This is an optimization exercise on Yosys and OpenROAD, whose aim is small area, a short achievable clock period and few clock cycles per item, not a production implementation.
In this exercise RTL edits were held to simulation tests only and were not proved equivalent to the original.

==> flow/design.v, too long to show whole: its modules and the start of the top module <==
// module mult_fa: 10 lines
// module mult_ha: 9 lines
// module mult_rr_pick: 28 lines
// module mult_rr_ready: 28 lines
// module mult_aoi222: 6 lines
// module mult_ready_bit: 10 lines
// module mult_share_arbiter: 1339 lines
module mult_share_arbiter #(
    parameter int N_REQ = 4,
    parameter int ID_W  = 2
) (
    input  logic                      clk,
    input  logic                      rst,
    input  logic [N_REQ-1:0]          req_valid,
    input  logic [N_REQ*mult_pkg::MULT_W-1:0] req_a,
    input  logic [N_REQ*mult_pkg::MULT_W-1:0] req_b,
    output logic [N_REQ-1:0]          req_ready,
    output logic                      rsp_valid,
    output logic [ID_W-1:0]           rsp_id,
    output logic [mult_pkg::PROD_W-1:0] rsp_p,
    input  logic                      rsp_ready,
    output logic [15:0]               ops_done
);
  // ...
==> flow/flow/run.sh <==
#!/bin/bash
# Layout flow: the standard ORFS flow (standard.sh) with these changes.
#  - the port buffers that buffer_ports puts on every input and output are
#    plain buf_1 cells instead of the delay cell it picks by default.
set -euo pipefail
here=$(pwd)
bash standard.sh \
    SETUP_SLACK_MARGIN=6.7 \
    SKIP_CTS_REPAIR_TIMING=1 \
    "BUFFER_PORTS_ARGS=-buffer_cell sky130_fd_sc_hd__buf_1" \
    "PRE_GLOBAL_ROUTE_TCL=$here/flow/skew.tcl" \
    finish > run_make.log 2>&1
==> flow/flow/skew.tcl <==
set skew_dly_cells {sky130_fd_sc_hd__clkdlybuf4s50_1 sky130_fd_sc_hd__clkdlybuf4s50_1 sky130_fd_sc_hd__clkdlybuf4s50_1}
set skew_buf_cell sky130_fd_sc_hd__clkbuf_8
set skew_min_bit 12
set block [ord::get_db_block]
set db [ord::get_db]
array set groups {}
foreach inst [$block getInsts] {
  set name [$inst getName]
  if {[regexp {^s2_p\\?\[(\d+)\\?\]} $name -> bit] && $bit >= $skew_min_bit} {
    set it [$inst findITerm CLK]
    if {$it eq "NULL" || $it eq ""} { continue }
    set net [$it getNet]
    lappend groups([$net getName]) $it
  }
}
set k 0
foreach netname [lsort [array names groups]] {
  set net [$block findNet $netname]
  set xs 0; set ys 0; set n 0
  foreach it $groups($netname) {
    set box [[$it getInst] getBBox]
    set xs [expr {$xs + ([$box xMin] + [$box xMax]) / 2}]
    set ys [expr {$ys + ([$box yMin] + [$box yMax]) / 2}]
    incr n
  }
  set cx [expr {$xs / $n}]; set cy [expr {$ys / $n}]
  set prev $net
  set i 0
  foreach cell [concat $skew_dly_cells [list $skew_buf_cell]] {
    set m [$db findMaster $cell]
    set inst [odb::dbInst_create $block $m "skew_${k}_$i"]
    set out [odb::dbNet_create $block "skew_net_${k}_$i"]
    $out setSigType CLOCK
    [$inst findITerm A] connect $prev
    [$inst findITerm X] connect $out
    $inst setLocation $cx $cy
    $inst setPlacementStatus PLACED
    set prev $out
    incr i
  }
  foreach it $groups($netname) {
    $it disconnect
    $it connect $prev
  }
  puts "skew: [llength $groups($netname)] stage-2 clock pins of $netname moved behind [expr {$i}] cells"
  incr k
}
global_connect
detailed_placement
check_placement
==> flow/standard.sh <==
#!/bin/bash
# synth_recipe.tcl (not shown) runs the flow's synth.tcl, then flattens the netlist and writes it again
# the make line also repeats each setting of config.mk as NAME=value (left out here)
make -C /OpenROAD-flow-scripts/flow DESIGN_CONFIG=/design/flow/config.mk WORK_HOME=/design/flow/orfs CLKGATE_MAP_FILE= SYNTH_SCRIPT=/design/flow/synth_recipe.tcl "${@:-finish}"
==> flow/config.mk <==
export PLATFORM = sky130hd
export DESIGN_NAME = mult_share_arbiter
export DESIGN_NICKNAME = mult_share_arbiter
export VERILOG_FILES = /design/flow/design.v
export SDC_FILE = /design/flow/constraint.sdc
export NUM_CORES = 4
export LEC_CHECK = 0
export ABC_AREA = 1
export CAP_MARGIN = 20
export CORE_MARGIN = 2
export CORE_UTILIZATION = 50
export CTS_CLUSTER_DIAMETER = 60
export CTS_CLUSTER_SIZE = 10
export HOLD_SLACK_MARGIN = 0.1
export SLEW_MARGIN = 20
export SYNTH_HIERARCHICAL = 1
export SYNTH_MINIMUM_KEEP_SIZE = 0
==> flow/constraint.sdc <==
create_clock -name core_clock -period 12.0 [get_ports {clk}]
set_input_delay 2.4000 -clock core_clock [delete_from_list [all_inputs] [get_ports {clk}]]
set_output_delay 2.4000 -clock core_clock [all_outputs]
set_load 0.01 [all_outputs]
==> qor.yml, run 1 <==
finish:
  num-clock-buffers: 17
  layout_commonest_cell: "xor2_1"
  seq_area_mm2: 0.004516
  layout-drive-gt1-share_pct: 7.877
  fillers: 5048
  multi_input_area_mm2: 0.02278
  largest_reg_flops: 64
  area_delta_synth_final_pct: 12.76
  final_cell_area_mm2: 0.03242
  nNonClkInverters: 224
  layout_common_cells: "xor2_1, nand2_1, o22ai_1"
setup_path:
  required_ns: 9.60
  rr_startpoint: "s1_a[0]"
global_routing:
  busiest_layer: "met2"
yosys:
  synth_top_family_by_area: "adder cells"
  async_reset_ff_share_pct: 14.29
  synth_ff_type: "edfxtp_1"
  synth_area_per_cell_um2: 8.938
  seq_area_frac_synth_pct: 15.70
  synth-seq-cells: 154
cts:
  htreeDepth: 4
  root_buffer: "clkbuf_16"
  path_clk_slew_ns: 0.07
  insertion_delay_ns: 2.15
timing:
  finalHoldViolCount: 0
  slew_headroom_pct: 34.94
die:
  die_w_um: 243.8
outcome:
  status: "complete, no violations"
routing:
  met3WireLength_um: 10280
Testbench counts, summed over its fixed seeds: cycles 2,064, items 2,048.
==> module mult_rr_ready, before the edit <==
module mult_rr_ready #(
    parameter int N_REQ = 4
) (
    input  logic [N_REQ-1:0]            valid,
    input  logic [N_REQ-1:1][N_REQ-1:0] block,
    input  logic                        open_r,
    input  logic                        take,
    input  logic                        rst,
    output logic [N_REQ-1:0]            ready
);
    for (genvar gi = 0; gi < N_REQ; gi++) begin : g_lane
        logic nb;
        mult_aoi222 u_nb (
            .a1 (valid[(gi + N_REQ - 1) % N_REQ]), .b1 (block[1][gi]),
            .a2 (valid[(gi + N_REQ - 2) % N_REQ]), .b2 (block[2][gi]),
            .a3 (valid[(gi + N_REQ - 3) % N_REQ]), .b3 (block[3][gi]),
            .y  (nb)
        );
        mult_ready_bit u_rdy (
            .v      (valid[gi]),
            .nb     (nb),
            .open_r (open_r),
            .take   (take),
            .rst    (rst),
            .ready  (ready[gi])
        );
    end
endmodule
==> run 2, diff against run 1 <==
--- a/flow/design.v
+++ b/flow/design.v
@@ -57,49 +57,57 @@
 ) (
     input  logic [N_REQ-1:0]            valid,
     input  logic [N_REQ-1:1][N_REQ-1:0] block,
     input  logic                        open_r,
     input  logic                        take,
     input  logic                        rst,
     output logic [N_REQ-1:0]            ready
 );
+    logic shut_n;
+    logic closed;
+    mult_nor2 u_shut (.a(open_r), .b(take), .y(shut_n));
+    mult_or2  u_closed (.a(rst), .b(shut_n), .y(closed));
     for (genvar gi = 0; gi < N_REQ; gi++) begin : g_lane
-        logic nb;
-        mult_aoi222 u_nb (
-            .a1 (valid[(gi + N_REQ - 1) % N_REQ]), .b1 (block[1][gi]),
-            .a2 (valid[(gi + N_REQ - 2) % N_REQ]), .b2 (block[2][gi]),
-            .a3 (valid[(gi + N_REQ - 3) % N_REQ]), .b3 (block[3][gi]),
-            .y  (nb)
-        );
-        mult_ready_bit u_rdy (
-            .v      (valid[gi]),
-            .nb     (nb),
-            .open_r (open_r),
-            .take   (take),
-            .rst    (rst),
-            .ready  (ready[gi])
-        );
+        logic [3:1] nb;
+        logic       no_pick;
+        for (genvar gk = 1; gk < 4; gk++) begin : g_blk
+            mult_nand2 u_nb (
+                .a (valid[(gi + N_REQ - gk) % N_REQ]),
+                .b (block[gk][gi]),
+                .y (nb[gk])
+            );
+        end
+        mult_nand4 u_pick (.a(valid[gi]), .b(nb[1]), .c(nb[2]), .d(nb[3]), .y(no_pick));
+        mult_nor2  u_rdy (.a(no_pick), .b(closed), .y(ready[gi]));
     end
 endmodule
-module mult_aoi222 (
-    input  logic a1, b1, a2, b2, a3, b3,
+module mult_nand2 (
+    input  logic a, b,
+    output logic y
+);
+    assign y = !(a & b);
+endmodule
+module mult_nand4 (
+    input  logic a, b, c, d,
     output logic y
 );
-    assign y = !((a1 & b1) | (a2 & b2) | (a3 & b3));
+    assign y = !(a & b & c & d);
 endmodule
-module mult_ready_bit (
-    input  logic v,
-    input  logic nb,
-    input  logic open_r,
-    input  logic take,
-    input  logic rst,
-    output logic ready
+module mult_nor2 (
+    input  logic a, b,
+    output logic y
+);
+    assign y = !(a | b);
+endmodule
+module mult_or2 (
+    input  logic a, b,
+    output logic y
 );
-    assign ready = v & nb & !rst & (open_r | take);
+    assign y = a | b;
 endmodule
 module mult_share_arbiter #(
     parameter int N_REQ = 4,
     parameter int ID_W  = 2
 ) (
     input  logic                      clk,
     input  logic                      rst,
     input  logic [N_REQ-1:0]          req_valid,
@@ -285,23 +293,17 @@
     logic m1089, m1090, m1091, m1092, m1093, m1094, m1095, m1096, m1097, m1098, m1099, m1100, m1101, m1102, m1103, m1104;
     logic m1105, m1106, m1107, m1108, m1109, m1110, m1111, m1112, m1113, m1114, m1115, m1116, m1117, m1118, m1119, m1120;
     logic m1121, m1122, m1123, m1124, m1125, m1126, m1127, m1128, m1129, m1130, m1131, m1132, m1133, m1134, m1135, m1136;
     logic m1137, m1138, m1139, m1140, m1141, m1142, m1143, m1144, m1145, m1146, m1147, m1148, m1149, m1150, m1151, m1152;
     logic m1153, m1154, m1155, m1156, m1157, m1158, m1159, m1160, m1161, m1162, m1163, m1164, m1165, m1166, m1167, m1168;
     logic m1169, m1170, m1171, m1172, m1173, m1174, m1175, m1176, m1177, m1178, m1179, m1180, m1181, m1182, m1183, m1184;
     logic m1185, m1186, m1187, m1188, m1189, m1190, m1191, m1192, m1193, m1194, m1195, m1196, m1197, m1198, m1199, m1200;
     logic m1201, m1202, m1203, m1204, m1205, m1206, m1207, m1208, m1209, m1210, m1211, m1212, m1213, m1214, m1215, m1216;
-    logic m1217, m1218, m1219, m1220, m1221, m1222, m1223, m1224, m1225, m1226, m1227, m1228, m1229, m1230, m1231, m1232;
-    logic m1233, m1234, m1235, m1236, m1237, m1238, m1239, m1240, m1241, m1242, m1243, m1244, m1245, m1246, m1247, m1248;
-    logic m1249, m1250, m1251, m1252, m1253, m1254, m1255, m1256, m1257, m1258, m1259, m1260, m1261, m1262, m1263, m1264;
-    logic m1265, m1266, m1267, m1268, m1269, m1270, m1271, m1272, m1273, m1274, m1275, m1276, m1277, m1278, m1279, m1280;
-    logic m1281, m1282, m1283, m1284, m1285, m1286, m1287, m1288, m1289, m1290, m1291, m1292, m1293, m1294, m1295, m1296;
-    logic m1297, m1298, m1299, m1300, m1301, m1302, m1303, m1304, m1305, m1306, m1307, m1308, m1309, m1310, m1311, m1312;
-    logic m1313, m1314, m1315, m1316, m1317, m1318, m1319, m1320, m1321, m1322, m1323, m1324, m1325, m1326, m1327;
+    logic m1217, m1218, m1219, m1220, m1221, m1222, m1223;
     logic [32:0] ax;
     assign ax = {s1_a[W-1], s1_a};
     logic [32:0] pp0;
     assign pp0[0] = (s1_one[0] & ax[0]) ^ s1_neg[0];
     for (genvar j = 1; j < 33; j++) begin : g_pp0
         assign pp0[j] = ((s1_one[0] & ax[j]) | (s1_two[0] & ax[j-1])) ^ s1_neg[0];
     end
     logic [32:0] pp1;
@@ -1062,376 +1064,272 @@
     assign m1017 = cs_g[55] | (cs_t[55] & cs_g[54]);
     assign m1018 = cs_t[55] & cs_t[54];
     assign m1019 = cs_g[57] | (cs_t[57] & cs_g[56]);
     assign m1020 = cs_t[57] & cs_t[56];
     assign m1021 = cs_g[59] | (cs_t[59] & cs_g[58]);
     assign m1022 = cs_t[59] & cs_t[58];
     assign m1023 = cs_g[61] | (cs_t[61] & cs_g[60]);
     assign m1024 = cs_t[61] & cs_t[60];
-    assign m1025 = cs_g[10] | (cs_t[10] & m971);
-    assign m1026 = cs_t[10] & m972;
-    assign m1027 = m973 | (m974 & m971);
-    assign m1028 = m974 & m972;
-    assign m1029 = cs_g[14] | (cs_t[14] & m975);
-    assign m1030 = cs_t[14] & m976;
-    assign m1031 = m977 | (m978 & m975);
-    assign m1032 = m978 & m976;
-    assign m1033 = cs_g[18] | (cs_t[18] & m979);
-    assign m1034 = cs_t[18] & m980;
-    assign m1035 = m981 | (m982 & m979);
-    assign m1036 = m982 & m980;
-    assign m1037 = cs_g[22] | (cs_t[22] & m983);
-    assign m1038 = cs_t[22] & m984;
-    assign m1039 = m985 | (m986 & m983);
-    assign m1040 = m986 & m984;
-    assign m1041 = cs_g[26] | (cs_t[26] & m987);
-    assign m1042 = cs_t[26] & m988;
-    assign m1043 = m989 | (m990 & m987);
-    assign m1044 = m990 & m988;
-    assign m1045 = cs_g[30] | (cs_t[30] & m991);
-    assign m1046 = cs_t[30] & m992;
-    assign m1047 = m993 | (m994 & m991);
-    assign m1048 = m994 & m992;
-    assign m1049 = cs_g[34] | (cs_t[34] & m995);
-    assign m1050 = cs_t[34] & m996;
-    assign m1051 = m997 | (m998 & m995);
-    assign m1052 = m998 & m996;
-    assign m1053 = cs_g[38] | (cs_t[38] & m999);
-    assign m1054 = cs_t[38] & m1000;
-    assign m1055 = m1001 | (m1002 & m999);
-    assign m1056 = m1002 & m1000;
-    assign m1057 = cs_g[42] | (cs_t[42] & m1003);
-    assign m1058 = cs_t[42] & m1004;
-    assign m1059 = m1005 | (m1006 & m1003);
-    assign m1060 = m1006 & m1004;
-    assign m1061 = cs_g[46] | (cs_t[46] & m1007);
-    assign m1062 = cs_t[46] & m1008;
-    assign m1063 = m1009 | (m1010 & m1007);
-    assign m1064 = m1010 & m1008;
-    assign m1065 = cs_g[50] | (cs_t[50] & m1011);
-    assign m1066 = cs_t[50] & m1012;
-    assign m1067 = m1013 | (m1014 & m1011);
-    assign m1068 = m1014 & m1012;
-    assign m1069 = cs_g[54] | (cs_t[54] & m1015);
-    assign m1070 = cs_t[54] & m1016;
-    assign m1071 = m1017 | (m1018 & m1015);
-    assign m1072 = m1018 & m1016;
-    assign m1073 = cs_g[58] | (cs_t[58] & m1019);
-    assign m1074 = cs_t[58] & m1020;
-    assign m1075 = m1021 | (m1022 & m1019);
-    assign m1076 = m1022 & m1020;
-    assign m1077 = cs_g[62] | (cs_t[62] & m1023);
-    assign m1078 = cs_t[62] & m1024;
-    assign m1079 = cs_g[12] | (cs_t[12] & m1027);
-    assign m1080 = cs_t[12] & m1028;
-    assign m1081 = m975 | (m976 & m1027);
-    assign m1082 = m976 & m1028;
-    assign m1083 = m1029 | (m1030 & m1027);
-    assign m1084 = m1030 & m1028;
-    assign m1085 = m1031 | (m1032 & m1027);
-    assign m1086 = m1032 & m1028;
-    assign m1087 = cs_g[20] | (cs_t[20] & m1035);
-    assign m1088 = cs_t[20] & m1036;
-    assign m1089 = m983 | (m984 & m1035);
-    assign m1090 = m984 & m1036;
-    assign m1091 = m1037 | (m1038 & m1035);
-    assign m1092 = m1038 & m1036;
-    assign m1093 = m1039 | (m1040 & m1035);
-    assign m1094 = m1040 & m1036;
-    assign m1095 = cs_g[28] | (cs_t[28] & m1043);
-    assign m1096 = cs_t[28] & m1044;
-    assign m1097 = m991 | (m992 & m1043);
-    assign m1098 = m992 & m1044;
-    assign m1099 = m1045 | (m1046 & m1043);
-    assign m1100 = m1046 & m1044;
-    assign m1101 = m1047 | (m1048 & m1043);
-    assign m1102 = m1048 & m1044;
-    assign m1103 = cs_g[36] | (cs_t[36] & m1051);
-    assign m1104 = cs_t[36] & m1052;
-    assign m1105 = m999 | (m1000 & m1051);
-    assign m1106 = m1000 & m1052;
-    assign m1107 = m1053 | (m1054 & m1051);
-    assign m1108 = m1054 & m1052;
-    assign m1109 = m1055 | (m1056 & m1051);
-    assign m1110 = m1056 & m1052;
-    assign m1111 = cs_g[44] | (cs_t[44] & m1059);
-    assign m1112 = cs_t[44] & m1060;
-    assign m1113 = m1007 | (m1008 & m1059);
-    assign m1114 = m1008 & m1060;
-    assign m1115 = m1061 | (m1062 & m1059);
-    assign m1116 = m1062 & m1060;
-    assign m1117 = m1063 | (m1064 & m1059);
-    assign m1118 = m1064 & m1060;
-    assign m1119 = cs_g[52] | (cs_t[52] & m1067);
-    assign m1120 = cs_t[52] & m1068;
-    assign m1121 = m1015 | (m1016 & m1067);
-    assign m1122 = m1016 & m1068;
-    assign m1123 = m1069 | (m1070 & m1067);
-    assign m1124 = m1070 & m1068;
-    assign m1125 = m1071 | (m1072 & m1067);
-    assign m1126 = m1072 & m1068;
-    assign m1127 = cs_g[60] | (cs_t[60] & m1075);
-    assign m1128 = cs_t[60] & m1076;
-    assign m1129 = m1023 | (m1024 & m1075);
-    assign m1130 = m1024 & m1076;
-    assign m1131 = m1077 | (m1078 & m1075);
-    assign m1132 = m1078 & m1076;
-    assign m1133 = cs_g[16] | (cs_t[16] & m1085);
-    assign m1134 = cs_t[16] & m1086;
-    assign m1135 = m979 | (m980 & m1085);
-    assign m1136 = m980 & m1086;
-    assign m1137 = m1033 | (m1034 & m1085);
-    assign m1138 = m1034 & m1086;
-    assign m1139 = m1035 | (m1036 & m1085);
-    assign m1140 = m1036 & m1086;
-    assign m1141 = m1087 | (m1088 & m1085);
-    assign m1142 = m1088 & m1086;
-    assign m1143 = m1089 | (m1090 & m1085);
-    assign m1144 = m1090 & m1086;
-    assign m1145 = m1091 | (m1092 & m1085);
-    assign m1146 = m1092 & m1086;
-    assign m1147 = m1093 | (m1094 & m1085);
-    assign m1148 = m1094 & m1086;
-    assign m1149 = cs_g[32] | (cs_t[32] & m1101);
-    assign m1150 = cs_t[32] & m1102;
-    assign m1151 = m995 | (m996 & m1101);
-    assign m1152 = m996 & m1102;
-    assign m1153 = m1049 | (m1050 & m1101);
-    assign m1154 = m1050 & m1102;
-    assign m1155 = m1051 | (m1052 & m1101);
-    assign m1156 = m1052 & m1102;
-    assign m1157 = m1103 | (m1104 & m1101);
-    assign m1158 = m1104 & m1102;
-    assign m1159 = m1105 | (m1106 & m1101);
-    assign m1160 = m1106 & m1102;
-    assign m1161 = m1107 | (m1108 & m1101);
-    assign m1162 = m1108 & m1102;
-    assign m1163 = m1109 | (m1110 & m1101);
-    assign m1164 = m1110 & m1102;
-    assign m1165 = cs_g[48] | (cs_t[48] & m1117);
-    assign m1166 = cs_t[48] & m1118;
-    assign m1167 = m1011 | (m1012 & m1117);
-    assign m1168 = m1012 & m1118;
-    assign m1169 = m1065 | (m1066 & m1117);
-    assign m1170 = m1066 & m1118;
-    assign m1171 = m1067 | (m1068 & m1117);
-    assign m1172 = m1068 & m1118;
-    assign m1173 = m1119 | (m1120 & m1117);
-    assign m1174 = m1120 & m1118;
-    assign m1175 = m1121 | (m1122 & m1117);
-    assign m1176 = m1122 & m1118;
-    assign m1177 = m1123 | (m1124 & m1117);
-    assign m1178 = m1124 & m1118;
-    assign m1179 = m1125 | (m1126 & m1117);
-    assign m1180 = m1126 & m1118;
-    assign m1181 = cs_g[24] | (cs_t[24] & m1147);
-    assign m1182 = cs_t[24] & m1148;
-    assign m1183 = m987 | (m988 & m1147);
-    assign m1184 = m988 & m1148;
-    assign m1185 = m1041 | (m1042 & m1147);
-    assign m1186 = m1042 & m1148;
-    assign m1187 = m1043 | (m1044 & m1147);
-    assign m1188 = m1044 & m1148;
-    assign m1189 = m1095 | (m1096 & m1147);
-    assign m1190 = m1096 & m1148;
-    assign m1191 = m1097 | (m1098 & m1147);
-    assign m1192 = m1098 & m1148;
-    assign m1193 = m1099 | (m1100 & m1147);
-    assign m1194 = m1100 & m1148;
-    assign m1195 = m1101 | (m1102 & m1147);
-    assign m1196 = m1102 & m1148;
-    assign m1197 = m1149 | (m1150 & m1147);
-    assign m1198 = m1150 & m1148;
-    assign m1199 = m1151 | (m1152 & m1147);
-    assign m1200 = m1152 & m1148;
-    assign m1201 = m1153 | (m1154 & m1147);
-    assign m1202 = m1154 & m1148;
-    assign m1203 = m1155 | (m1156 & m1147);
-    assign m1204 = m1156 & m1148;
-    assign m1205 = m1157 | (m1158 & m1147);
-    assign m1206 = m1158 & m1148;
-    assign m1207 = m1159 | (m1160 & m1147);
-    assign m1208 = m1160 & m1148;
-    assign m1209 = m1161 | (m1162 & m1147);
-    assign m1210 = m1162 & m1148;
-    assign m1211 = m1163 | (m1164 & m1147);
-    assign m1212 = m1164 & m1148;
-    assign m1213 = cs_g[56] | (cs_t[56] & m1179);
-    assign m1214 = cs_t[56] & m1180;
-    assign m1215 = m1019 | (m1020 & m1179);
-    assign m1216 = m1020 & m1180;
-    assign m1217 = m1073 | (m1074 & m1179);
-    assign m1218 = m1074 & m1180;
-    assign m1219 = m1075 | (m1076 & m1179);
-    assign m1220 = m1076 & m1180;
-    assign m1221 = m1127 | (m1128 & m1179);
-    assign m1222 = m1128 & m1180;
-    assign m1223 = m1129 | (m1130 & m1179);
-    assign m1224 = m1130 & m1180;
-    assign m1225 = m1131 | (m1132 & m1179);
-    assign m1226 = m1132 & m1180;
-    assign m1227 = cs_g[40] | (cs_t[40] & m1211);
-    assign m1228 = cs_t[40] & m1212;
-    assign m1229 = m1003 | (m1004 & m1211);
-    assign m1230 = m1004 & m1212;
-    assign m1231 = m1057 | (m1058 & m1211);
-    assign m1232 = m1058 & m1212;
-    assign m1233 = m1059 | (m1060 & m1211);
-    assign m1234 = m1060 & m1212;
-    assign m1235 = m1111 | (m1112 & m1211);
-    assign m1236 = m1112 & m1212;
-    assign m1237 = m1113 | (m1114 & m1211);
-    assign m1238 = m1114 & m1212;
-    assign m1239 = m1115 | (m1116 & m1211);
-    assign m1240 = m1116 & m1212;
-    assign m1241 = m1117 | (m1118 & m1211);
-    assign m1242 = m1118 & m1212;
-    assign m1243 = m1165 | (m1166 & m1211);
-    assign m1244 = m1166 & m1212;
-    assign m1245 = m1167 | (m1168 & m1211);
-    assign m1246 = m1168 & m1212;
-    assign m1247 = m1169 | (m1170 & m1211);
-    assign m1248 = m1170 & m1212;
-    assign m1249 = m1171 | (m1172 & m1211);
-    assign m1250 = m1172 & m1212;
-    assign m1251 = m1173 | (m1174 & m1211);
-    assign m1252 = m1174 & m1212;
-    assign m1253 = m1175 | (m1176 & m1211);
-    assign m1254 = m1176 & m1212;
-    assign m1255 = m1177 | (m1178 & m1211);
-    assign m1256 = m1178 & m1212;
-    assign m1257 = m1179 | (m1180 & m1211);
-    assign m1258 = m1180 & m1212;
-    assign m1259 = m1213 | (m1214 & m1211);
-    assign m1260 = m1214 & m1212;
-    assign m1261 = m1215 | (m1216 & m1211);
-    assign m1262 = m1216 & m1212;
-    assign m1263 = m1217 | (m1218 & m1211);
-    assign m1264 = m1218 & m1212;
-    assign m1265 = m1219 | (m1220 & m1211);
-    assign m1266 = m1220 & m1212;
-    assign m1267 = m1221 | (m1222 & m1211);
-    assign m1268 = m1222 & m1212;
-    assign m1269 = m1223 | (m1224 & m1211);
-    assign m1270 = m1224 & m1212;
-    assign m1271 = m1225 | (m1226 & m1211);
-    assign m1272 = m1226 & m1212;
-    assign m1273 = cs_g[8] | (cs_t[8] & m970);
-    assign m1274 = m971 | (m972 & m970);
-    assign m1275 = m1025 | (m1026 & m970);
-    assign m1276 = m1027 | (m1028 & m970);
-    assign m1277 = m1079 | (m1080 & m970);
-    assign m1278 = m1081 | (m1082 & m970);
-    assign m1279 = m1083 | (m1084 & m970);
-    assign m1280 = m1085 | (m1086 & m970);
-    assign m1281 = m1133 | (m1134 & m970);
-    assign m1282 = m1135 | (m1136 & m970);
-    assign m1283 = m1137 | (m1138 & m970);
-    assign m1284 = m1139 | (m1140 & m970);
-    assign m1285 = m1141 | (m1142 & m970);
-    assign m1286 = m1143 | (m1144 & m970);
-    assign m1287 = m1145 | (m1146 & m970);
-    assign m1288 = m1147 | (m1148 & m970);
-    assign m1289 = m1181 | (m1182 & m970);
-    assign m1290 = m1183 | (m1184 & m970);
-    assign m1291 = m1185 | (m1186 & m970);
-    assign m1292 = m1187 | (m1188 & m970);
-    assign m1293 = m1189 | (m1190 & m970);
-    assign m1294 = m1191 | (m1192 & m970);
-    assign m1295 = m1193 | (m1194 & m970);
-    assign m1296 = m1195 | (m1196 & m970);
-    assign m1297 = m1197 | (m1198 & m970);
-    assign m1298 = m1199 | (m1200 & m970);
-    assign m1299 = m1201 | (m1202 & m970);
-    assign m1300 = m1203 | (m1204 & m970);
-    assign m1301 = m1205 | (m1206 & m970);
-    assign m1302 = m1207 | (m1208 & m970);
-    assign m1303 = m1209 | (m1210 & m970);
-    assign m1304 = m1211 | (m1212 & m970);
-    assign m1305 = m1227 | (m1228 & m970);
-    assign m1306 = m1229 | (m1230 & m970);
-    assign m1307 = m1231 | (m1232 & m970);
-    assign m1308 = m1233 | (m1234 & m970);
-    assign m1309 = m1235 | (m1236 & m970);
-    assign m1310 = m1237 | (m1238 & m970);
-    assign m1311 = m1239 | (m1240 & m970);
-    assign m1312 = m1241 | (m1242 & m970);
-    assign m1313 = m1243 | (m1244 & m970);
-    assign m1314 = m1245 | (m1246 & m970);
-    assign m1315 = m1247 | (m1248 & m970);
-    assign m1316 = m1249 | (m1250 & m970);
-    assign m1317 = m1251 | (m1252 & m970);
-    assign m1318 = m1253 | (m1254 & m970);
-    assign m1319 = m1255 | (m1256 & m970);
-    assign m1320 = m1257 | (m1258 & m970);
-    assign m1321 = m1259 | (m1260 & m970);
-    assign m1322 = m1261 | (m1262 & m970);
-    assign m1323 = m1263 | (m1264 & m970);
-    assign m1324 = m1265 | (m1266 & m970);
-    assign m1325 = m1267 | (m1268 & m970);
-    assign m1326 = m1269 | (m1270 & m970);
-    assign m1327 = m1271 | (m1272 & m970);
+    assign m1025 = m973 | (m974 & m971);
+    assign m1026 = m974 & m972;
+    assign m1027 = m977 | (m978 & m975);
+    assign m1028 = m978 & m976;
+    assign m1029 = m981 | (m982 & m979);
+    assign m1030 = m982 & m980;
+    assign m1031 = m985 | (m986 & m983);
+    assign m1032 = m986 & m984;
+    assign m1033 = m989 | (m990 & m987);
+    assign m1034 = m990 & m988;
+    assign m1035 = m993 | (m994 & m991);
+    assign m1036 = m994 & m992;
+    assign m1037 = m997 | (m998 & m995);
+    assign m1038 = m998 & m996;
+    assign m1039 = m1001 | (m1002 & m999);
+    assign m1040 = m1002 & m1000;
+    assign m1041 = m1005 | (m1006 & m1003);
+    assign m1042 = m1006 & m1004;
+    assign m1043 = m1009 | (m1010 & m1007);
+    assign m1044 = m1010 & m1008;
+    assign m1045 = m1013 | (m1014 & m1011);
+    assign m1046 = m1014 & m1012;
+    assign m1047 = m1017 | (m1018 & m1015);
+    assign m1048 = m1018 & m1016;
+    assign m1049 = m1021 | (m1022 & m1019);
+    assign m1050 = m1022 & m1020;
+    assign m1051 = m1027 | (m1028 & m1025);
+    assign m1052 = m1028 & m1026;
+    assign m1053 = m1031 | (m1032 & m1029);
+    assign m1054 = m1032 & m1030;
+    assign m1055 = m1035 | (m1036 & m1033);
+    assign m1056 = m1036 & m1034;
+    assign m1057 = m1039 | (m1040 & m1037);
+    assign m1058 = m1040 & m1038;
+    assign m1059 = m1043 | (m1044 & m1041);
+    assign m1060 = m1044 & m1042;
+    assign m1061 = m1047 | (m1048 & m1045);
+    assign m1062 = m1048 & m1046;
+    assign m1063 = m1053 | (m1054 & m1051);
+    assign m1064 = m1054 & m1052;
+    assign m1065 = m1057 | (m1058 & m1055);
+    assign m1066 = m1058 & m1056;
+    assign m1067 = m1061 | (m1062 & m1059);
+    assign m1068 = m1062 & m1060;
+    assign m1069 = m1065 | (m1066 & m1063);
+    assign m1070 = m1066 & m1064;
+    assign m1071 = m1067 | (m1068 & m1069);
+    assign m1072 = m1068 & m1070;
+    assign m1073 = m1055 | (m1056 & m1063);
+    assign m1074 = m1056 & m1064;
+    assign m1075 = m1059 | (m1060 & m1069);
+    assign m1076 = m1060 & m1070;
+    assign m1077 = m1029 | (m1030 & m1051);
+    assign m1078 = m1030 & m1052;
+    assign m1079 = m1033 | (m1034 & m1063);
+    assign m1080 = m1034 & m1064;
+    assign m1081 = m1037 | (m1038 & m1073);
+    assign m1082 = m1038 & m1074;
+    assign m1083 = m1041 | (m1042 & m1069);
+    assign m1084 = m1042 & m1070;
+    assign m1085 = m1045 | (m1046 & m1075);
+    assign m1086 = m1046 & m1076;
+    assign m1087 = m1049 | (m1050 & m1071);
+    assign m1088 = m1050 & m1072;
+    assign m1089 = m975 | (m976 & m1025);
+    assign m1090 = m976 & m1026;
+    assign m1091 = m979 | (m980 & m1051);
+    assign m1092 = m980 & m1052;
+    assign m1093 = m983 | (m984 & m1077);
+    assign m1094 = m984 & m1078;
+    assign m1095 = m987 | (m988 & m1063);
+    assign m1096 = m988 & m1064;
+    assign m1097 = m991 | (m992 & m1079);
+    assign m1098 = m992 & m1080;
+    assign m1099 = m995 | (m996 & m1073);
+    assign m1100 = m996 & m1074;
+    assign m1101 = m999 | (m1000 & m1081);
+    assign m1102 = m1000 & m1082;
+    assign m1103 = m1003 | (m1004 & m1069);
+    assign m1104 = m1004 & m1070;
+    assign m1105 = m1007 | (m1008 & m1083);
+    assign m1106 = m1008 & m1084;
+    assign m1107 = m1011 | (m1012 & m1075);
+    assign m1108 = m1012 & m1076;
+    assign m1109 = m1015 | (m1016 & m1085);
+    assign m1110 = m1016 & m1086;
+    assign m1111 = m1019 | (m1020 & m1071);
+    assign m1112 = m1020 & m1072;
+    assign m1113 = m1023 | (m1024 & m1087);
+    assign m1114 = m1024 & m1088;
+    assign m1115 = cs_g[10] | (cs_t[10] & m971);
+    assign m1116 = cs_t[10] & m972;
+    assign m1117 = cs_g[12] | (cs_t[12] & m1025);
+    assign m1118 = cs_t[12] & m1026;
+    assign m1119 = cs_g[14] | (cs_t[14] & m1089);
+    assign m1120 = cs_t[14] & m1090;
+    assign m1121 = cs_g[16] | (cs_t[16] & m1051);
+    assign m1122 = cs_t[16] & m1052;
+    assign m1123 = cs_g[18] | (cs_t[18] & m1091);
+    assign m1124 = cs_t[18] & m1092;
+    assign m1125 = cs_g[20] | (cs_t[20] & m1077);
+    assign m1126 = cs_t[20] & m1078;
+    assign m1127 = cs_g[22] | (cs_t[22] & m1093);
+    assign m1128 = cs_t[22] & m1094;
+    assign m1129 = cs_g[24] | (cs_t[24] & m1063);
+    assign m1130 = cs_t[24] & m1064;
+    assign m1131 = cs_g[26] | (cs_t[26] & m1095);
+    assign m1132 = cs_t[26] & m1096;
+    assign m1133 = cs_g[28] | (cs_t[28] & m1079);
+    assign m1134 = cs_t[28] & m1080;
+    assign m1135 = cs_g[30] | (cs_t[30] & m1097);
+    assign m1136 = cs_t[30] & m1098;
+    assign m1137 = cs_g[32] | (cs_t[32] & m1073);
+    assign m1138 = cs_t[32] & m1074;
+    assign m1139 = cs_g[34] | (cs_t[34] & m1099);
+    assign m1140 = cs_t[34] & m1100;
+    assign m1141 = cs_g[36] | (cs_t[36] & m1081);
+    assign m1142 = cs_t[36] & m1082;
+    assign m1143 = cs_g[38] | (cs_t[38] & m1101);
+    assign m1144 = cs_t[38] & m1102;
+    assign m1145 = cs_g[40] | (cs_t[40] & m1069);
+    assign m1146 = cs_t[40] & m1070;
+    assign m1147 = cs_g[42] | (cs_t[42] & m1103);
+    assign m1148 = cs_t[42] & m1104;
+    assign m1149 = cs_g[44] | (cs_t[44] & m1083);
+    assign m1150 = cs_t[44] & m1084;
+    assign m1151 = cs_g[46] | (cs_t[46] & m1105);
+    assign m1152 = cs_t[46] & m1106;
+    assign m1153 = cs_g[48] | (cs_t[48] & m1075);
+    assign m1154 = cs_t[48] & m1076;
+    assign m1155 = cs_g[50] | (cs_t[50] & m1107);
+    assign m1156 = cs_t[50] & m1108;
+    assign m1157 = cs_g[52] | (cs_t[52] & m1085);
+    assign m1158 = cs_t[52] & m1086;
+    assign m1159 = cs_g[54] | (cs_t[54] & m1109);
+    assign m1160 = cs_t[54] & m1110;
+    assign m1161 = cs_g[56] | (cs_t[56] & m1071);
+    assign m1162 = cs_t[56] & m1072;
+    assign m1163 = cs_g[58] | (cs_t[58] & m1111);
+    assign m1164 = cs_t[58] & m1112;
+    assign m1165 = cs_g[60] | (cs_t[60] & m1087);
+    assign m1166 = cs_t[60] & m1088;
+    assign m1167 = cs_g[62] | (cs_t[62] & m1113);
+    assign m1168 = cs_t[62] & m1114;
+    assign m1169 = cs_g[8] | (cs_t[8] & m970);
+    assign m1170 = m971 | (m972 & m970);
+    assign m1171 = m1115 | (m1116 & m970);
+    assign m1172 = m1025 | (m1026 & m970);
+    assign m1173 = m1117 | (m1118 & m970);
+    assign m1174 = m1089 | (m1090 & m970);
+    assign m1175 = m1119 | (m1120 & m970);
+    assign m1176 = m1051 | (m1052 & m970);
+    assign m1177 = m1121 | (m1122 & m970);
+    assign m1178 = m1091 | (m1092 & m970);
+    assign m1179 = m1123 | (m1124 & m970);
+    assign m1180 = m1077 | (m1078 & m970);
+    assign m1181 = m1125 | (m1126 & m970);
+    assign m1182 = m1093 | (m1094 & m970);
+    assign m1183 = m1127 | (m1128 & m970);
+    assign m1184 = m1063 | (m1064 & m970);
+    assign m1185 = m1129 | (m1130 & m970);
+    assign m1186 = m1095 | (m1096 & m970);
+    assign m1187 = m1131 | (m1132 & m970);
+    assign m1188 = m1079 | (m1080 & m970);
+    assign m1189 = m1133 | (m1134 & m970);
+    assign m1190 = m1097 | (m1098 & m970);
+    assign m1191 = m1135 | (m1136 & m970);
+    assign m1192 = m1073 | (m1074 & m970);
+    assign m1193 = m1137 | (m1138 & m970);
+    assign m1194 = m1099 | (m1100 & m970);
+    assign m1195 = m1139 | (m1140 & m970);
+    assign m1196 = m1081 | (m1082 & m970);
+    assign m1197 = m1141 | (m1142 & m970);
+    assign m1198 = m1101 | (m1102 & m970);
+    assign m1199 = m1143 | (m1144 & m970);
+    assign m1200 = m1069 | (m1070 & m970);
+    assign m1201 = m1145 | (m1146 & m970);
+    assign m1202 = m1103 | (m1104 & m970);
+    assign m1203 = m1147 | (m1148 & m970);
+    assign m1204 = m1083 | (m1084 & m970);
+    assign m1205 = m1149 | (m1150 & m970);
+    assign m1206 = m1105 | (m1106 & m970);
+    assign m1207 = m1151 | (m1152 & m970);
+    assign m1208 = m1075 | (m1076 & m970);
+    assign m1209 = m1153 | (m1154 & m970);
+    assign m1210 = m1107 | (m1108 & m970);
+    assign m1211 = m1155 | (m1156 & m970);
+    assign m1212 = m1085 | (m1086 & m970);
+    assign m1213 = m1157 | (m1158 & m970);
+    assign m1214 = m1109 | (m1110 & m970);
+    assign m1215 = m1159 | (m1160 & m970);
+    assign m1216 = m1071 | (m1072 & m970);
+    assign m1217 = m1161 | (m1162 & m970);
+    assign m1218 = m1111 | (m1112 & m970);
+    assign m1219 = m1163 | (m1164 & m970);
+    assign m1220 = m1087 | (m1088 & m970);
+    assign m1221 = m1165 | (m1166 & m970);
+    assign m1222 = m1113 | (m1114 & m970);
+    assign m1223 = m1167 | (m1168 & m970);
     assign product[0] = cs_t[0] ^ 1'b0;
     assign product[1] = cs_t[1] ^ m963;
     assign product[2] = cs_t[2] ^ m964;
     assign product[3] = cs_t[3] ^ m965;
     assign product[4] = cs_t[4] ^ m966;
     assign product[5] = cs_t[5] ^ m967;
     assign product[6] = cs_t[6] ^ m968;
     assign product[7] = cs_t[7] ^ m969;
     assign product[8] = cs_t[8] ^ m970;
-    assign product[9] = cs_t[9] ^ m1273;
-    assign product[10] = cs_t[10] ^ m1274;
-    assign product[11] = cs_t[11] ^ m1275;
-    assign product[12] = cs_t[12] ^ m1276;
-    assign product[13] = cs_t[13] ^ m1277;
-    assign product[14] = cs_t[14] ^ m1278;
-    assign product[15] = cs_t[15] ^ m1279;
-    assign product[16] = cs_t[16] ^ m1280;
-    assign product[17] = cs_t[17] ^ m1281;
-    assign product[18] = cs_t[18] ^ m1282;
-    assign product[19] = cs_t[19] ^ m1283;
-    assign product[20] = cs_t[20] ^ m1284;
-    assign product[21] = cs_t[21] ^ m1285;
-    assign product[22] = cs_t[22] ^ m1286;
-    assign product[23] = cs_t[23] ^ m1287;
-    assign product[24] = cs_t[24] ^ m1288;
-    assign product[25] = cs_t[25] ^ m1289;
-    assign product[26] = cs_t[26] ^ m1290;
-    assign product[27] = cs_t[27] ^ m1291;
-    assign product[28] = cs_t[28] ^ m1292;
-    assign product[29] = cs_t[29] ^ m1293;
-    assign product[30] = cs_t[30] ^ m1294;
-    assign product[31] = cs_t[31] ^ m1295;
-    assign product[32] = cs_t[32] ^ m1296;
-    assign product[33] = cs_t[33] ^ m1297;
-    assign product[34] = cs_t[34] ^ m1298;
-    assign product[35] = cs_t[35] ^ m1299;
-    assign product[36] = cs_t[36] ^ m1300;
-    assign product[37] = cs_t[37] ^ m1301;
-    assign product[38] = cs_t[38] ^ m1302;
-    assign product[39] = cs_t[39] ^ m1303;
-    assign product[40] = cs_t[40] ^ m1304;
-    assign product[41] = cs_t[41] ^ m1305;
-    assign product[42] = cs_t[42] ^ m1306;
-    assign product[43] = cs_t[43] ^ m1307;
-    assign product[44] = cs_t[44] ^ m1308;
-    assign product[45] = cs_t[45] ^ m1309;
-    assign product[46] = cs_t[46] ^ m1310;
-    assign product[47] = cs_t[47] ^ m1311;
-    assign product[48] = cs_t[48] ^ m1312;
-    assign product[49] = cs_t[49] ^ m1313;
-    assign product[50] = cs_t[50] ^ m1314;
-    assign product[51] = cs_t[51] ^ m1315;
-    assign product[52] = cs_t[52] ^ m1316;
-    assign product[53] = cs_t[53] ^ m1317;
-    assign product[54] = cs_t[54] ^ m1318;
-    assign product[55] = cs_t[55] ^ m1319;
-    assign product[56] = cs_t[56] ^ m1320;
-    assign product[57] = cs_t[57] ^ m1321;
-    assign product[58] = cs_t[58] ^ m1322;
-    assign product[59] = cs_t[59] ^ m1323;
-    assign product[60] = cs_t[60] ^ m1324;
-    assign product[61] = cs_t[61] ^ m1325;
-    assign product[62] = cs_t[62] ^ m1326;
-    assign product[63] = cs_t[63] ^ m1327;
+    assign product[9] = cs_t[9] ^ m1169;
+    assign product[10] = cs_t[10] ^ m1170;
+    assign product[11] = cs_t[11] ^ m1171;
+    assign product[12] = cs_t[12] ^ m1172;
+    assign product[13] = cs_t[13] ^ m1173;
+    assign product[14] = cs_t[14] ^ m1174;
+    assign product[15] = cs_t[15] ^ m1175;
+    assign product[16] = cs_t[16] ^ m1176;
+    assign product[17] = cs_t[17] ^ m1177;
+    assign product[18] = cs_t[18] ^ m1178;
+    assign product[19] = cs_t[19] ^ m1179;
+    assign product[20] = cs_t[20] ^ m1180;
+    assign product[21] = cs_t[21] ^ m1181;
+    assign product[22] = cs_t[22] ^ m1182;
+    assign product[23] = cs_t[23] ^ m1183;
+    assign product[24] = cs_t[24] ^ m1184;
+    assign product[25] = cs_t[25] ^ m1185;
+    assign product[26] = cs_t[26] ^ m1186;
+    assign product[27] = cs_t[27] ^ m1187;
+    assign product[28] = cs_t[28] ^ m1188;
+    assign product[29] = cs_t[29] ^ m1189;
+    assign product[30] = cs_t[30] ^ m1190;
+    assign product[31] = cs_t[31] ^ m1191;
+    assign product[32] = cs_t[32] ^ m1192;
+    assign product[33] = cs_t[33] ^ m1193;
+    assign product[34] = cs_t[34] ^ m1194;
+    assign product[35] = cs_t[35] ^ m1195;
+    assign product[36] = cs_t[36] ^ m1196;
+    assign product[37] = cs_t[37] ^ m1197;
+    assign product[38] = cs_t[38] ^ m1198;
+    assign product[39] = cs_t[39] ^ m1199;
+    assign product[40] = cs_t[40] ^ m1200;
+    assign product[41] = cs_t[41] ^ m1201;
+    assign product[42] = cs_t[42] ^ m1202;
+    assign product[43] = cs_t[43] ^ m1203;
+    assign product[44] = cs_t[44] ^ m1204;
+    assign product[45] = cs_t[45] ^ m1205;
+    assign product[46] = cs_t[46] ^ m1206;
+    assign product[47] = cs_t[47] ^ m1207;
+    assign product[48] = cs_t[48] ^ m1208;
+    assign product[49] = cs_t[49] ^ m1209;
+    assign product[50] = cs_t[50] ^ m1210;
+    assign product[51] = cs_t[51] ^ m1211;
+    assign product[52] = cs_t[52] ^ m1212;
+    assign product[53] = cs_t[53] ^ m1213;
+    assign product[54] = cs_t[54] ^ m1214;
+    assign product[55] = cs_t[55] ^ m1215;
+    assign product[56] = cs_t[56] ^ m1216;
+    assign product[57] = cs_t[57] ^ m1217;
+    assign product[58] = cs_t[58] ^ m1218;
+    assign product[59] = cs_t[59] ^ m1219;
+    assign product[60] = cs_t[60] ^ m1220;
+    assign product[61] = cs_t[61] ^ m1221;
+    assign product[62] = cs_t[62] ^ m1222;
+    assign product[63] = cs_t[63] ^ m1223;
 endmodule
==> run 2 against run 1 <==
Against the previous run: still clean; utilization up 0.15 points; cell count down 4.8%; first-iteration DRC count down 5.0%; worst setup slack better by 0.11 ns; critical endpoint unchanged.
==> qor.yml, run 2 <==
finish:
  layout-drive-gt1-share_pct: 9.432  # was 7.877%
  seq_area_mm2: 0.004516  # unchanged
  multi_input_area_mm2: 0.02236  # was 0.02278 mm²
  layout_common_cells: "xor2_1, o22ai_1, nand2_1"  # was xor2_1, nand2_1, o22ai_1
  top_regs: "s2_p (64), s1_a (32), s1_b (32)"  # unchanged
  largest_reg_flops: 64  # unchanged
  regMostFlops: "s2_p"  # unchanged
  final_cell_area_mm2: 0.03176  # was 0.03242 mm²
  fin_cells: 4005  # was 4209
  utilization_pct: 57.43  # was 57.28%
  area_delta_synth_final_pct: 13.29  # was 12.76%
  layout_commonest_cell: "xor2_1"  # unchanged
  fillers: 5045  # was 5048
  finalNetCount: 4045  # was 4243
global_routing:
  busiest_layer: "met2"  # unchanged
  grt_max_degree: 69  # unchanged
  first_global_vias: 25760  # was 27070
  grt_pass1_wl_um: 156300  # was 160400 µm
  grt_overflow: 0  # unchanged
  use_met2_pct: 59.31  # was 57.37%
  grt_use_met1_pct: 45.24  # was 44.35%
  antenna_found_initial: 3  # was 0
  use_met3_pct: 7.000  # was 6.918%
  grt_use_total_pct: 36.40  # was 35.35%
setup_path:
  crit_path_start_kind: "input pin"  # unchanged
  path_class: "input pin to output pin"  # unchanged
  cp.arrival_ns: 2.97  # was 3.08 ns
  slowest_delay_ns: 0.15  # was 0.16 ns
  crit_family: "buffers and inverters"  # was simple AND/OR/NAND/NOR gates
  cpMostUsedCell: "nand2_2"
  worstReg2RegEnd: "s2_p[9]"  # was s2_p[8]
  required_ns: 9.60  # about the same
  cp_max_fo: 8  # unchanged
  r2r_cells: 18  # was 17
  slowest_stage: "buf_2"  # unchanged
  critical_path_buf_inv_count: 3  # was 2
  critPathCaptureType: "output pin"  # unchanged
  worstPathCellList: "buf_8 -> nand2_2 -> nand2_1 -> inv_1 -> nand2_2 -> nor2_1 -> buf_2"  # was buf_12 -> nand2_4 -> nand2_2 -> nor2_2 -> nand3_1 -> nor2_1 -> buf_2
  rrSetupSlack_ns: 6.81  # was 6.85 ns
  rr_startpoint: "s1_a[0]"  # unchanged
yosys:
  synth_top_cells_by_area: "fa_1, xor2_1, edfxtp_1"  # unchanged
  synth_xor_area_share_pct: 17.81  # was 16.75%
  synth_compound_area_share_pct: 13.05  # was 13.30%
  synthSimpleGateAreaFrac_pct: 10.82  # was 12.42%
  synth_common_cells: "xor2_1, o22ai_1, nand2_1"  # was nand2_1, xor2_1, o22ai_1
  seq_area_frac_synth_pct: 16.11  # was 15.70%
  synth.area.mux_share_pct: 0.04016  # was 0%
  synth.most_common_cell: "xor2_1"  # was nand2_1
  async_reset_ff_share_pct: 14.29  # unchanged
  syn_nets: 3835  # was 4020
  synthAdderAreaFrac_pct: 35.72  # was 34.83%
  synth_cell_type_count: 40  # was 41
  synth-seq-cells: 154  # unchanged
  synth_ff_type: "edfxtp_1"  # unchanged
  synth_top_family_by_area: "adder cells"  # unchanged
  synth_top_area_share_pct: 30.99  # was 30.21%
  synth_warnings: 8  # unchanged
  synth_area_per_cell_um2: 9.247  # was 8.938 µm²
  syn_area_mm2: 0.02804  # was 0.02876 mm²
  synth_top_area_cell: "fa_1"  # unchanged
  syn-instance-count: 3032  # was 3217
  synth-edff-count: 132  # unchanged
cts:
  root_buffer: "clkbuf_16"  # unchanged
  path_clk_slew_ns: 0.08  # was 0.07 ns
  cts_buffer_depth: 2  # unchanged
  cts_made_buffers: 17  # unchanged
  insertion_delay_ns: 2.13  # was 2.15 ns
  cts_tree: "done"  # unchanged
  htreeDepth: 4  # unchanged
  cts.sinks: 154  # unchanged
worst_hold_path:
  hold_path_depth: 8  # was 9
  hold_path_class: "register to register"  # unchanged
  holdCritStartpoint: "s1_b[31]"  # was s1_a[30]
  hold_end: "s2_p[63]"  # was s2_p[58]
die:
  fp.coreArea_mm2: 0.05531  # was 0.05660 mm²
  io_pins: 350  # unchanged
  std_cell_rows: 86  # was 87
  initial_utilization_pct: 50.69  # was 50.80%
  fp.dieH_um: 240.8  # was 243.8 µm
  dieArea_mm2: 0.05798  # was 0.05944 mm²
  die_w_um: 240.8  # was 243.8 µm
place:
  io_buffer_count: 349  # unchanged
  dp_worst_setup_slack_ns: 4.761  # was 4.270 ns
  dpl.hpwl_um: 73430  # was 72740 µm
  place.gp.congestion: 0.9566  # was 0.9592
  post_dp_cell_area_mm2: 0.03020  # was 0.03084 mm²
  dp_cells: 3916  # was 4114
timing:
  post-route-period-util_pct: 44.76  # was 45.65%
  period_minus_slack_ns: 5.372  # was 5.478 ns
  maxSlewViolCount: 0  # unchanged
  tns_ns: 0  # unchanged
  fin_skew_ns: 1.638  # was 1.678 ns
  setup_ws_ns: 6.628  # was 6.522 ns
  finalHoldViolCount: 0  # unchanged
  worst_slew_pin_slew_ns: 1.091  # was 0.9759 ns
  slew_headroom_pct: 27.26  # was 34.94%
  holdWs_ns: 0.06156  # was 0.01502 ns
  final-setup-viol-count: 0  # unchanged
  max_freq_ghz: 0.1862  # was 0.1825 GHz
  rsz0062_at_grt: "true"  # unchanged
routing:
  drt_wl_total_um: 104900  # was 106700 µm
  wl_per_cell_um: 26.20  # was 25.36 µm
  drt_iter0_markers: 2703  # was 2845
  drc: 0  # unchanged
  via_per_inst: 6.247  # was 6.273
  detail-route-antenna-nets: 0  # unchanged
  drt-pass1-iter-count: 8  # was 6
  vias: 25020  # was 26410
run:
  drv_cap: 0  # unchanged
outcome:
  status: "complete, no violations"  # unchanged
[run 2: worst max path at each step]
stage	end	slack, ns	from	depth (start not counted)
final	req_ready[1]	6.63	req_valid[0]	7
after global routing	req_ready[1]	6.60	req_valid[0]	7
after CTS	s2_p[51]	4.73	s1_b[1]	25
after detailed placement	s2_p[51]	4.76	s1_b[1]	25
after global placement	s2_p[59]	4.85	s1_b[1]	25
after floorplan	s2_p[63]	6.43	s1_b[9]	27
[run 2: layout make-up]
type | count | share of cell area, %
Timing Repair Buffer | 447 | 7.414
Clock inverter | 14 | 0.4057
Inverter | 192 | 2.297
Tap cell | 748 | 2.947
Clock buffer | 18 | 1.351
Multi-Input combinational cell | 2402 | 70.39
Buffer | 28 | 0.9651
Sequential cell | 154 | 14.22
Antenna cell | 2 | 0.01576
[run 2: modules after synthesis (local to each module, per instance), a selection]
module	cells	times used	flops+latches
mult_fa	1	427	0
mult_ha	1	40	0
mult_nand2	1	12	0
mult_nand4	5	4	0
mult_nor2	1	5	0
mult_or2	3	1	0
mult_share_arbiter	2492	1	154
[run 2: layer usage]
layer	up-vias	share of wire [%]
met5	-	0.018
met4	2	6.2
met3	371	9.1
met2	1606	48
met1	12380	37
li1	10660	-
[run 2: kinds of logic (layout without fill, tap and decap cells)]
logic type	Yosys count	count (layout)
compound gates	593	594
xor+xnor	570	570
fa+ha+maj	540	540
buf+inv	477	699
flops	154	154
mux	1	1
other cells	0	2
simple gates	697	697
[run 2: tightest hold or removal path: stages, from the launching register on]
cell and delay [ns]:
edfxtp_1 0.39, buf_6 0.25, inv_1 0.24, xor2_1 0.22
inv_1 0.09, ha_1 0.14, inv_1 0.04, nand2_1 0.05
inv_1 0.04
Testbench counts of run 2, summed over its fixed seeds: cycles 2,064, items 2,048.
==> run 3, diff against run 2 <==
==> flow/flow/skew.tcl (replaced) <==
set skew_dly_cells {sky130_fd_sc_hd__clkdlybuf4s50_1 sky130_fd_sc_hd__clkdlybuf4s50_1 sky130_fd_sc_hd__clkdlybuf4s50_1}
set skew_drv_cell sky130_fd_sc_hd__clkbuf_8
set skew_leaf_cell sky130_fd_sc_hd__clkbuf_8
set skew_min_bit 12
set block [ord::get_db_block]
set db [ord::get_db]

# the clock tree's root buffer: the one cell the clock port's net feeds
set root_inst ""
foreach it [[[$block findBTerm clk] getNet] getITerms] {
  if {[$it isInputSignal]} { set root_inst [$it getInst] }
}
set root_net [[$root_inst findITerm X] getNet]

array set groups {}
set xs 0; set ys 0; set n 0
foreach inst [$block getInsts] {
  set name [$inst getName]
  if {[regexp {^s2_p\\?\[(\d+)\\?\]} $name -> bit] && $bit >= $skew_min_bit} {
    set it [$inst findITerm CLK]
    lappend groups([[$it getNet] getName]) $it
    set box [$inst getBBox]
    set xs [expr {$xs + ([$box xMin] + [$box xMax]) / 2}]
    set ys [expr {$ys + ([$box yMin] + [$box yMax]) / 2}]
    incr n
  }
}
set cx [expr {$xs / $n}]; set cy [expr {$ys / $n}]

proc skew_cell {block master name in_net x y} {
  set inst [odb::dbInst_create $block $master $name]
  set out [odb::dbNet_create $block "${name}_net"]
  $out setSigType CLOCK
  [$inst findITerm A] connect $in_net
  [$inst findITerm X] connect $out
  $inst setLocation $x $y
  $inst setPlacementStatus PLACED
  return $out
}

set prev $root_net
set i 0
foreach cell [concat $skew_dly_cells [list $skew_drv_cell]] {
  set prev [skew_cell $block [$db findMaster $cell] "skew_chain_$i" $prev $cx $cy]
  incr i
}
set k 0
foreach netname [lsort [array names groups]] {
  set gx 0; set gy 0; set gn 0
  foreach it $groups($netname) {
    set box [[$it getInst] getBBox]
    set gx [expr {$gx + ([$box xMin] + [$box xMax]) / 2}]
    set gy [expr {$gy + ([$box yMin] + [$box yMax]) / 2}]
    incr gn
  }
  set out [skew_cell $block [$db findMaster $skew_leaf_cell] "skew_leaf_$k" $prev [expr {$gx / $gn}] [expr {$gy / $gn}]]
  foreach it $groups($netname) {
    $it disconnect
    $it connect $out
  }
  puts "skew: $gn stage-2 clock pins of $netname moved to skew_leaf_$k"
  incr k
}
global_connect
detailed_placement
check_placement
==> run 3 against run 2 <==
Against the previous run: clock skew increased by 0.17 ns; final area decreased by 0.62%; first-iteration DRC count fell by 9.6%; area after synthesis did not move; synthesized cell count did not move; critical endpoint unchanged; still clean on timing, DRC and antenna; sequential share of layout area up 0.088 points; fmax is 0.11% lower; count of clock-buffer cells in the layout is the same; flip-flop and latch count unchanged; utilization fell by 0.36 points.
==> qor.yml, run 3 <==
worst_hold_path:
  holdCritStartpoint: "s1_b[29]"  # was s1_b[31]
  hold_path_depth: 9  # was 8
  hold_path_class: "register to register"  # unchanged
  hold_end: "s2_p[59]"  # was s2_p[63]
setup_path:
  path_class: "input pin to output pin"  # unchanged
  rrSetupSlack_ns: 6.80  # was 6.81 ns
  r2r_cells: 18  # unchanged
  cp_max_fo: 8  # unchanged
  slowest_delay_ns: 0.15  # about the same
  rr_startpoint: "s1_a[0]"  # unchanged
  cpMostUsedCell: "nand2_2"  # unchanged
  cp.arrival_ns: 2.98  # was 2.97 ns
  critPathCaptureType: "output pin"  # unchanged
  worstReg2RegEnd: "s2_p[9]"  # unchanged
  required_ns: 9.60  # about the same
  crit_path_start_kind: "input pin"  # unchanged
  slowest_stage: "buf_2"  # unchanged
  worstPathCellList: "buf_8 -> nand2_2 -> nand2_1 -> inv_1 -> nand2_2 -> nor2_1 -> buf_2"  # unchanged
global_routing:
  antenna_found_initial: 4  # was 3
  grt_pass1_wl_um: 156200  # was 156300 µm
  grt_max_degree: 69  # unchanged
  grt_overflow: 0  # unchanged
  first_global_vias: 25650  # was 25760
  grt_use_total_pct: 36.48  # was 36.40%
yosys:
  syn_nets: 3835  # unchanged
  synthAdderAreaFrac_pct: 35.72  # unchanged
  synth_top_area_cell: "fa_1"  # unchanged
  synth-seq-cells: 154  # unchanged
  synthSimpleGateAreaFrac_pct: 10.82  # unchanged
  synth_area_per_cell_um2: 9.247  # unchanged
  syn-instance-count: 3032  # unchanged
  synth.most_common_cell: "xor2_1"  # unchanged
  synth_top_cells_by_area: "fa_1, xor2_1, edfxtp_1"  # unchanged
  synth_ff_type: "edfxtp_1"  # unchanged
  synth_xor_area_share_pct: 17.81  # unchanged
  synth-edff-count: 132  # unchanged
  synth_top_area_share_pct: 30.99  # unchanged
  synth_common_cells: "xor2_1, o22ai_1, nand2_1"  # unchanged
  synth.area.mux_share_pct: 0.04016  # unchanged
  synth_compound_area_share_pct: 13.05  # unchanged
  synth_top_family_by_area: "adder cells"  # unchanged
  synth_cell_type_count: 40  # unchanged
  seq_area_frac_synth_pct: 16.11  # unchanged
  async_reset_ff_share_pct: 14.29  # unchanged
  syn_area_mm2: 0.02804  # unchanged
  synth_warnings: 8  # unchanged
outcome:
  status: "complete, no violations"  # unchanged
routing:
  detail-route-antenna-nets: 0  # unchanged
  drt_iter0_markers: 2443  # was 2703
  drt_wl_total_um: 104700  # was 104900 µm
  vias: 24950  # was 25020
  wl_per_cell_um: 26.17  # was 26.20 µm
  drt-pass1-iter-count: 6  # was 8
  drc: 0  # unchanged
  via_per_inst: 6.237  # was 6.247
finish:
  top_regs: "s2_p (64), s1_a (32), s1_b (32)"  # unchanged
  fin_cells: 4000  # was 4005
  area_delta_synth_final_pct: 12.59  # was 13.29%
  layout-drive-gt1-share_pct: 9.754  # was 9.432%
  regMostFlops: "s2_p"  # unchanged
  layout_commonest_cell: "xor2_1"  # unchanged
  finalNetCount: 4040  # was 4045
  layout_common_cells: "xor2_1, o22ai_1, nand2_1"  # unchanged
  largest_reg_flops: 64  # unchanged
timing:
  finalHoldViolCount: 0  # unchanged
  worst_slew_pin_slew_ns: 1.078  # was 1.091 ns
  fin_skew_ns: 1.803  # was 1.638 ns
  rsz0062_at_grt: "true"  # unchanged
  slew_headroom_pct: 28.13  # was 27.26%
  tns_ns: 0  # unchanged
  max_freq_ghz: 0.1860  # was 0.1862 GHz
  period_minus_slack_ns: 5.377  # was 5.372 ns
  final-setup-viol-count: 0  # unchanged
  maxSlewViolCount: 0  # unchanged
  post-route-period-util_pct: 44.81  # was 44.76%
place:
  dp_cells: 3916  # unchanged
  io_buffer_count: 349  # unchanged
  place.gp.congestion: 0.9566  # unchanged
  dpl.hpwl_um: 73430  # unchanged
die:
  std_cell_rows: 86  # unchanged
  io_pins: 350  # unchanged
  fp.coreArea_mm2: 0.05531  # unchanged
  die_w_um: 240.8  # unchanged
  initial_utilization_pct: 50.69  # unchanged
  fp.dieH_um: 240.8  # unchanged
  dieArea_mm2: 0.05798  # unchanged
cts:
  htreeDepth: 4  # unchanged
  root_buffer: "clkbuf_16"  # unchanged
  path_clk_slew_ns: 0.07  # was 0.08 ns
  cts.sinks: 154  # unchanged
  insertion_delay_ns: 2.29  # was 2.13 ns
  cts_buffer_depth: 2  # unchanged
  cts_tree: "done"  # unchanged
  cts_made_buffers: 17  # unchanged
run:
  drv_cap: 0  # unchanged
==> run 3: cell counts after synthesis <==
No cell type changed its count.
==> run 3: worst max path at each step <==
stage / startpoint / to / slack [ns]
after CTS: s1_b[1] / s2_p[51] / 4.73
after global routing: s1_b[30] / s2_p[62] / 6.59
after global placement: s1_b[1] / s2_p[59] / 4.85
final: req_valid[0] / req_ready[1] / 6.62
after floorplan: s1_b[9] / s2_p[63] / 6.43
after detailed placement: s1_b[1] / s2_p[51] / 4.76
==> run 3: per-layer routing <==
metal / vias to the layer above / track usage [%] / wire length [µm]
met3: 393 / 7.537 / 9219
met5: - / 0 / 26
met1: 12340 / 44.98 / 38820
li1: 10650 / - / -
met2: 1562 / 59.03 / 49700
met4: 4 / 22.37 / 6925
==> run 3: cell families (layout without fill, tap and decap cells) <==
logic type | Yosys count | in the layout
AOI/OAI and AO/OA | 593 | 594
xor gates and xnor gates | 570 | 570
adders and majority gates | 540 | 540
buffers and inverters | 477 | 694
DFF | 154 | 154
muxes | 1 | 1
other | 0 | 2
and+or+nand+nor | 697 | 697
==> run 3: critical path, delay by kind of cell <==
kind | cells | cell delay [ns]
buffers and inverters | 3 | 0.33
AND/OR/NAND/NOR | 4 | 0.26
==> run 3: cell type report <==
class                           instances  area, µm²
Buffer                                 11      140.1
Sequential cell                       154       4516
Inverter                              192      729.5
Multi-Input combinational cell       2402      22310
Timing Repair Buffer                  459       2371
Clock inverter                         14      128.9
Clock buffer                           18      429.2
Fill cell                            5045      23740
Tap cell                              748      935.9
Antenna cell                            2      5.005
==> run 3: per-stage QoR <==
stage          cell area (µm²)  setup slack (ns)  hold slack, ns  utilization (%)
2_1_floorplan            28570             6.432          0.4003                -
3_3_place_gp             30200             4.847          0.4075            54.60
3_5_place_dp             30200             4.761          0.4155            54.60
4_1_cts                  30760             4.734          0.4326            55.61
5_1_grt                  31570             6.590          0.1300            57.07
6_report                 31570             6.623         0.08045            57.07
==> run 3: modules after synthesis, one instance, submodules excluded, excerpt <==
module	cells inside	times used	flops+latches	cell area, µm²
mult_or2	3	1	0	11.26
mult_share_arbiter	2492	1	154	18700
mult_nand4	5	4	0	18.77
mult_ha	1	40	0	12.51
mult_fa	1	427	0	20.02
mult_nor2	1	5	0	3.754
mult_nand2	1	12	0	3.754

## port drivers added, routing unchanged
In the flow no input, the clock included, has a driving cell. The finished layouts below were timed again as built, in two steps. Step 1 sets driving cells, clkbuf_16 on the clock port and buf_2 on the other inputs (assumed; they add their load-dependent delay and slew). Step 2, shift: input delay + t, output delay - t, t = (earliest + latest rising clock arrival at the registers) / 2. This alone moves slack from input paths to output paths. Slacks: no drivers / after step 1 / after step 2; pairs: no drivers / after step 1.
| run | t (ns) | slack for setup (ns) | worst hold slack (ns) | latest minus earliest clock arrival (ns) | worst data-port slew with drivers (ns) | cell pins on the clock port's net |
|---|---|---|---|---|---|---|
| run 1 | 1.367 | 6.522 / 6.453 / 6.453 | 0.015 / 0.015 / 0.015 | 1.679 / 1.679 | 0.11 | 1 |
| run 2 | 1.371 | 6.628 / 6.562 / 6.562 | 0.062 / 0.062 / 0.062 | 1.654 / 1.654 | 0.14 | 1 |
| run 3 | 1.452 | 6.623 / 6.554 / 6.554 | 0.080 / 0.080 / 0.080 | 1.823 / 1.823 | 0.14 | 1 |
In every run listed the clock reaches the registers at very different times; t lies between them, and the last value is a rough guide only.
